This is an optimization exercise on Yosys and OpenROAD, whose aim is small area, not a production implementation. In this exercise RTL edits were held to simulation tests only and were not proved equivalent to the original.

## the reference run
==> flow/design.v <==
`timescale 1ns/1ps
module virtio_mmio_top
#(
	parameter int ID_W      = 1,
	parameter int QUEUE_NUM = 1
)
(
	input  logic            axi_aclk,
	input  logic            axi_aresetn,
	input  logic [ID_W-1:0] awid,
	input  logic [11:0]     awaddr,
	input  logic [7:0]      awlen,
	input  logic [1:0]      awburst,
	input  logic            awvalid,
	output logic            awready,
	input  logic [31:0]     wdata,
	input  logic            wlast,
	input  logic            wvalid,
	output logic            wready,
	output logic [ID_W-1:0] bid,
	output logic [1:0]      bresp,
	output logic            bvalid,
	input  logic            bready,
	input  logic [ID_W-1:0] arid,
	input  logic [11:0]     araddr,
	input  logic [7:0]      arlen,
	input  logic [1:0]      arburst,
	input  logic            arvalid,
	output logic            arready,
	output logic [ID_W-1:0] rid,
	output logic [31:0]     rdata,
	output logic [1:0]      rresp,
	output logic            rlast,
	output logic            rvalid,
	input  logic            rready,
	output logic            interrupt
);
	localparam [6:0] W_MAGIC     = 7'h00;
	localparam [6:0] W_VERSION   = 7'h01;
	localparam [6:0] W_DEVICE_ID = 7'h02;
	localparam [6:0] W_VENDOR_ID = 7'h03;
	localparam [6:0] W_DEV_FEAT  = 7'h04;
	localparam [6:0] W_FEAT_SEL  = 7'h05;
	localparam [6:0] W_QUEUE_SEL = 7'h0c;
	localparam [6:0] W_QNUM_MAX  = 7'h0d;
	localparam [6:0] W_QUEUE_NUM = 7'h0e;
	localparam [6:0] W_Q_READY   = 7'h11;
	localparam [6:0] W_Q_NOTIFY  = 7'h14;
	localparam [6:0] W_INT_STAT  = 7'h18;
	localparam [6:0] W_INT_ACK   = 7'h19;
	localparam [6:0] W_STATUS    = 7'h1c;
	localparam [6:0] W_DESC_LO   = 7'h20;
	localparam [6:0] W_DESC_HI   = 7'h21;
	localparam [6:0] W_DRV_LO    = 7'h24;
	localparam [6:0] W_DRV_HI    = 7'h25;
	localparam [6:0] W_DEV_LO    = 7'h28;
	localparam [6:0] W_DEV_HI    = 7'h29;
	localparam [6:0] W_CAP_LO    = 7'h40;
	localparam [2:0] S_IDLE_W = 3'b000;    
	localparam [2:0] S_IDLE_R = 3'b100;    
	localparam [2:0] S_SWEEP  = 3'b010;    
	localparam [2:0] S_WDATA  = 3'b001;
	localparam [2:0] S_BRESP  = 3'b011;
	localparam [2:0] S_RFETCH = 3'b101;    
	localparam [2:0] S_RDATA  = 3'b111;    
	localparam [2:0] S_RWAIT  = 3'b110;    
	logic [2:0]  state;
	logic [6:0]  word;        
	logic        far;         
	logic        incr;        
	logic [7:0]  cnt;         
	logic [ID_W-1:0] id;
	logic        idle;
	logic        w_hs;
	logic        rst;
	logic        sweep;
	logic        go;          
	logic        again;       
	logic [31:0]      head;
	logic [6:0][31:0] ring;
	logic [2:0]       pos;        
	logic             skip;       
	logic             hold;       
	logic        fsel_one;    
	logic        qsel_nz;     
	logic        int_st;      
	logic        st_ack;      
	logic [1:0]  st_step;     
	logic [31:0] st_value;
	logic        is_ring;
	logic [2:0]  ring_idx;
	logic        tgt;         
	logic        here;        
	logic is_addr_slot;
	logic is_qnum;
	logic is_qready;
	assign is_addr_slot = !far && word[6:4] == 3'b010 && word[1] == 1'b0 &&
		!(word[3] && word[2]);
	assign is_qnum      = !far && word == W_QUEUE_NUM;
	assign is_qready    = !far && word == W_Q_READY;
	assign is_ring      = is_addr_slot || is_qnum || is_qready;
	assign ring_idx     = is_addr_slot ? {word[3:2], word[0]} : {2'b11, word[0]};
	assign tgt      = is_qnum || ((is_addr_slot || is_qready) && !qsel_nz);
	assign here     = !tgt || (pos == ring_idx);
	assign rst     = !axi_aresetn;
	assign sweep   = (state == S_SWEEP);
	assign idle    = (state[1:0] == 2'b00);
	assign awready = (state == S_IDLE_W);
	assign arready = (state == S_IDLE_R);
	assign wready  = (state == S_WDATA) && (here || (!incr && !wlast));
	assign bvalid  = (state == S_BRESP);
	assign rvalid  = (state == S_RDATA);
	assign bid     = id;
	assign rid     = id;
	assign bresp   = 2'b00;
	assign rresp   = 2'b00;
	assign rlast   = (cnt == 8'd0);
	assign w_hs    = wready && wvalid;
	assign again   = tgt && !incr && !rlast && (state == S_RWAIT);
	assign go      = here && (state == S_RWAIT) && !again;
	always_ff @(posedge axi_aclk)
	begin
		if (rst)
			state <= S_SWEEP;
		else
		begin
			case (state)
				S_SWEEP:
					if (pos == 3'd7)
						state <= S_IDLE_W;
				S_IDLE_W:
					state <= awvalid ? S_WDATA : S_IDLE_R;
				S_IDLE_R:
					state <= arvalid ? S_RFETCH : S_IDLE_W;
				S_WDATA:
					if (w_hs && wlast)
						state <= S_BRESP;
				S_BRESP:
					if (bready)
						state <= S_IDLE_R;
				S_RFETCH:
					if (here)
						state <= S_RDATA;
				S_RDATA:
					if (rready)
						state <= S_RWAIT;
				default:
					if (again)
						state <= S_RDATA;
					else if (go)
						state <= rlast ? S_IDLE_W : S_RFETCH;
			endcase
		end
	end
	always_ff @(posedge axi_aclk)
	begin
		if (idle)
		begin
			id   <= state[2] ? arid : awid;
			word <= state[2] ? araddr[8:2] : awaddr[8:2];
			far  <= state[2] ? (araddr[11:9] != 3'd0) : (awaddr[11:9] != 3'd0);
			incr <= state[2] ? (arburst[0] ^ arburst[1]) : (awburst[0] ^ awburst[1]);
			cnt  <= arlen;
		end
		else if (w_hs || go || again)
		begin
			cnt <= cnt - 8'd1;
			if (incr)
				{far, word} <= {far, word} + 8'd1 | {far, 7'd0};
		end
	end
	logic ring_wr;
	logic take_head;
	logic take_nxt;
	assign ring_wr   = w_hs && tgt && here;
	assign hold      = tgt && ((state == S_RFETCH && here) || state == S_RDATA ||
		(state == S_RWAIT && (!here || again)));
	assign take_head = !ring_wr && !sweep && !hold;
	assign take_nxt  = hold;
	always_ff @(posedge axi_aclk)
	begin
		ring[5:0] <= ring[6:1];
		ring[6]   <= ({32{ring_wr}} & wdata) | ({32{take_head}} & head) |
			({32{take_nxt}} & ring[0]);
		if (!hold)
			head <= ring[0];
	end
	assign skip = hold && {pos[2:1] + 2'd1, pos[0]} == ring_idx;
	always_ff @(posedge axi_aclk)
	begin
		if (rst)
			pos <= 3'd0;
		else
			pos <= pos + {1'b0, skip, !skip};
	end
	logic we;
	logic wd_zero_hi;
	assign we         = w_hs && !far;
	assign wd_zero_hi = (wdata[31:1] == 31'd0);
	logic wr_fsel, wr_qsel, wr_int, wr_stat;
	logic wd_zero;
	logic step_ok;
	assign wr_fsel = we && word == W_FEAT_SEL;
	assign wr_qsel = we && word == W_QUEUE_SEL;
	assign wr_int  = we && (word == W_Q_NOTIFY || word == W_INT_ACK);
	assign wr_stat = we && word == W_STATUS;
	assign wd_zero = wd_zero_hi && !wdata[0];
	always_comb
	begin
		case (st_step)
			2'd0:    step_ok = wdata[1];
			2'd1:    step_ok = wdata[3];
			2'd2:    step_ok = wdata[2];
			default: step_ok = 1'b0;
		endcase
	end
	always_ff @(posedge axi_aclk)
	begin
		if (rst || wr_fsel)
			fsel_one <= !rst && wd_zero_hi && wdata[0];
		if (rst || wr_qsel)
			qsel_nz <= !rst && !wd_zero;
		if (rst || wr_int)
			int_st <= !rst && (word[2:0] == W_Q_NOTIFY[2:0] || (int_st && !wdata[0]));
		if (rst || wr_stat)
		begin
			st_ack  <= !rst && (st_ack || wd_zero);
			st_step <= (rst || wd_zero) ? 2'd0 : st_step + {1'b0, step_ok};
		end
	end
	assign interrupt = int_st;
	assign st_value = {28'd0, st_step == 2'd2 || st_step == 2'd3 ? 1'b1 : 1'b0,
		st_step == 2'd3, st_step != 2'd0, st_ack};
	logic near;
	logic sel_magic, sel_vendor, sel_two, sel_feat, sel_qmax, sel_int, sel_stat, sel_cap;
	assign near       = !far;
	assign sel_magic  = near && word == W_MAGIC;
	assign sel_vendor = near && word == W_VENDOR_ID;
	assign sel_two    = near && (word == W_VERSION || word == W_DEVICE_ID);
	assign sel_feat   = near && word == W_DEV_FEAT && fsel_one;
	assign sel_qmax   = near && word == W_QNUM_MAX;
	assign sel_int    = near && word == W_INT_STAT && int_st;
	assign sel_stat   = near && word == W_STATUS;
	assign sel_cap    = near && word == W_CAP_LO;
	assign rdata = ({32{tgt}} & head) |
		({32{sel_magic}} & 32'h7472_6976) |
		({32{sel_vendor}} & 32'hff00_1af4) |
		({32{sel_two}} & 32'd2) |
		({32{sel_feat}} & 32'd3) |
		({32{sel_qmax}} & 32'd16) |
		({32{sel_int}} & 32'd1) |
		({32{sel_stat}} & st_value) |
		({32{sel_cap}} & 32'd4);
endmodule
export LEC_CHECK = 0
export CAP_MARGIN = 20
export CORE_MARGIN = 2
export CORE_UTILIZATION = 70
export SLEW_MARGIN = 20
create_clock -name core_clock -period 5.0 [get_ports {axi_aclk}]
standard.sh (not shown) runs the stock make flow with config.mk's settings and CLKGATE_MAP_FILE= SYNTH_SCRIPT=/design/flow/synth_recipe.tcl, a recipe that flattens the netlist after the stock synthesis.
==> flow/flow/run.sh <==
#!/bin/bash
# Standard ORFS layout (the standard.sh) with two changes to how it is made:
#  - port buffers use the smallest buffer cell instead of the resizer's pick
#  - clock tree: clkbuf_8 only, sink clusters of up to 20 within 60 um, no dummy loads
# make's full output goes to flow.log here; ORFS keeps its per-step logs in orfs/logs.
set -euo pipefail
cd "$(dirname "$0")/.."
bash standard.sh \
  "BUFFER_PORTS_ARGS=-buffer_cell sky130_fd_sc_hd__buf_1" \
  "CTS_ARGS=-sink_clustering_enable -repair_clock_nets -buf_list sky130_fd_sc_hd__clkbuf_8 -dont_use_dummy_load -sink_clustering_size 20 -sink_clustering_max_diameter 60" \
  finish > flow.log 2>&1
The reference run finished every stage and its layout cleared the timing, design-rule and antenna checks.
Setup changes, the reference run to the trial run
Settings: changing CORE_UTILIZATION from 70 to 75.
--- outcome ---
A capture point of the worst path of rdata[15] is what the trial run shows, while rdata[2] belongs to the reference run. Taking the reference run as the reference, in the trial run cell count dropped 2.7%; minimum hold slack has increased; maximum frequency down about 0.6%.

## re-timing with driven ports
The flow's constraints put no driver on any port. The routed layouts listed below were extracted and timed again, unchanged, in two steps.
Step 1 assumes that a clkbuf_16 drives the clock port and a buf_2 every other input.
Step 2, shift: input delay + t, output delay - t, t = (earliest + latest rising clock arrival at the registers) / 2. This alone moves slack from input paths to output paths.
Three values: ideal, step 1, step 2; two values: the first two.
run | t (ns) | setup slack, ns | worst data-port slew with drivers (ns) | pins driven straight from the clock port
the reference run | 0.525 | 0.658 / 0.622 / 1.147 | 0.05 | 1
the trial run | 0.531 | 0.631 / 0.595 / 1.126 | 0.06 | 1
After both steps every run listed still meets setup and hold.
